From an optimization exercise on the open Yosys and OpenROAD flow, aimed at small area, a short achievable clock period and few clock cycles per item; shortcuts taken in it are not production practice. Only simulation tests tie the RTL to the original design; equivalence was not proved.

## 07-22
==> flow/design.v (excerpt) <==
module euclidean_integer_divider_top #(
   parameter int KS = 3       
) (
   input  wire logic              clock,
   input  wire logic              reset,
   input  wire logic              req_valid,
   output logic                   req_ready,
   input  edv_pkg::req_type       req_data,
   output logic                   rsp_valid,
   input  wire logic              rsp_ready,
   output edv_pkg::rsp_type       rsp_data
);
Size in the first run: about 100 I/O pins.
Settings: LEC_CHECK=0, CAP_MARGIN=20, CORE_MARGIN=2, CORE_UTILIZATION=40, PLACE_DENSITY=0.6, SETUP_SLACK_MARGIN=1.2, SLEW_MARGIN=20; clock period 5.0 ns.
standard.sh (not shown) runs the stock make flow with config.mk's settings and CLKGATE_MAP_FILE= SYNTH_SCRIPT=/design/flow/synth_recipe.tcl, a recipe that flattens the netlist after the stock synthesis.
==> flow/flow/run.sh <==
#!/bin/bash
# The standard layout (standard.sh), run in three parts, with these
# changes to how the layout is made:
# - synthesis does not extract full/half adders into sky130 fa/ha cells
#   before ABC (ADDER_MAP_FILE empty), so the carry-save and prefix logic
#   maps as gates;
# - ABC maps with flow/abc_speed.script (structural choices, then delay-
#   oriented mapping) instead of ORFS's, from a copy of ORFS's scripts folder
#   that differs only in that file;
# - during placement only, the delay cells (clkdlybuf4s*, dlygate*, dlymetal*)
#   are also don't-use, so the port buffers that placement inserts on every
#   input and output are plain buffers rather than delay cells.
# Registers, names and all other steps are the standard flow's. Each part's
# make output goes to its own log here; ORFS's per-step logs stay under
# orfs/logs.
set -euo pipefail
rm -rf scripts
cp -r "$FLOW_HOME/scripts" scripts
cp flow/abc_speed.script scripts/abc_speed.script
common=(SCRIPTS_DIR="$PWD/scripts" ADDER_MAP_FILE=)
bash standard.sh "${common[@]}" synth floorplan > flow_synth_floorplan.log 2>&1
du=$(make -s -C "$FLOW_HOME" DESIGN_CONFIG="$PWD/config.mk" WORK_HOME="$PWD/orfs" print-DONT_USE_CELLS | sed -n 's/^DONT_USE_CELLS: //p')
dly="sky130_fd_sc_hd__clkdlybuf4s15_1 sky130_fd_sc_hd__clkdlybuf4s15_2 sky130_fd_sc_hd__clkdlybuf4s18_1 sky130_fd_sc_hd__clkdlybuf4s18_2 sky130_fd_sc_hd__clkdlybuf4s25_1 sky130_fd_sc_hd__clkdlybuf4s25_2 sky130_fd_sc_hd__clkdlybuf4s50_1 sky130_fd_sc_hd__clkdlybuf4s50_2 sky130_fd_sc_hd__dlygate4sd1_1 sky130_fd_sc_hd__dlygate4sd2_1 sky130_fd_sc_hd__dlygate4sd3_1 sky130_fd_sc_hd__dlymetal6s2s_1 sky130_fd_sc_hd__dlymetal6s4s_1 sky130_fd_sc_hd__dlymetal6s6s_1"
bash standard.sh "${common[@]}" DONT_USE_CELLS="$du $dly" place > flow_place.log 2>&1
bash standard.sh "${common[@]}" finish > flow_finish.log 2>&1
==> flow/flow/abc_speed.script <==
strash
dch -f
map
topo
buffer -c
upsize -c
dnsize -c
07-22: flow completed, timing, DRC and antenna clean
Testbench counts of 07-22, summed over its fixed seeds: cycles 26,613, items 3,600.
Here is what was changed in the inputs of 03-02 compared with 07-22.
Settings: changing SETUP_SLACK_MARGIN from 1.2 to 1.0.
==> flow/flow/run.sh <==
#!/bin/bash
# The standard layout (standard.sh) with two synthesis changes:
# - no extraction of full/half adders into sky130 fa/ha cells before ABC
#   (ADDER_MAP_FILE empty), so the carry-save and prefix logic maps as gates;
# - ABC maps with flow/abc_speed.script (structural choices, then delay-
#   oriented mapping) instead of ORFS's. It runs from a copy of ORFS's scripts
#   folder that differs only in that file.
# Registers, names and all later steps are the standard flow's. The whole make
# output goes to flow.log here; ORFS's per-step logs stay under orfs/logs.
set -euo pipefail
rm -rf scripts
cp -r "$FLOW_HOME/scripts" scripts
cp flow/abc_speed.script scripts/abc_speed.script
bash standard.sh SCRIPTS_DIR="$PWD/scripts" ADDER_MAP_FILE= finish > flow.log 2>&1
### Flow results
03-02 against 07-22: largest incremental delay on the critical path higher, maximum number of pins on one net before global-route repair higher, post-route clock period utilization lower. In the reports for 07-22 and 03-02, the larger clock-cell share of area belongs to 07-22. On register fraction of the total cell area, 07-22 and 03-02 are neck and neck. The count of buffers added by post-CTS timing repair for setup in 03-02 sits 14 below the value recorded for 07-22. Between 03-02 and 07-22, the final worst hold slack figures differ only marginally. The aggregate routed wire length of 03-02 exceeds that of 07-22 by 1.6%. The post-layout worst setup margin in 03-02 was higher than what 07-22 gave. For number of enable flip-flop cells after synthesis, 07-22 and 03-02 come out practically identical.

==> static timing again, ports no longer ideal <==
Ports are ideal in the flow. The routed layouts listed here were re-timed in OpenROAD.
Step 1: set_driving_cell puts a clkbuf_16 on clock and a buf_2 on each other input, an assumption about the parent block.
Step 2 adds t to the input delays and takes it off the output delays; t is the mean of the earliest and latest rising clock arrival at the registers after step 1. Input paths then give back, and output paths get back, about the clock's delay inside the block.
Three values: no drivers, after step 1, after step 2; two values: the first two.
run	t, ns	setup WS [ns]	worst setup path after step 2	cell pins on the clock port's net
07-22	0.534	1.101 / 1.101 / 1.086	input to register	1
03-02	0.555	1.131 / 1.131 / 0.735	input to register	1
After both steps setup and hold are still met in every run listed. The setup slack of 03-02, which loses most, moves by 0.000 ns with the drivers and by -0.396 ns with both steps.
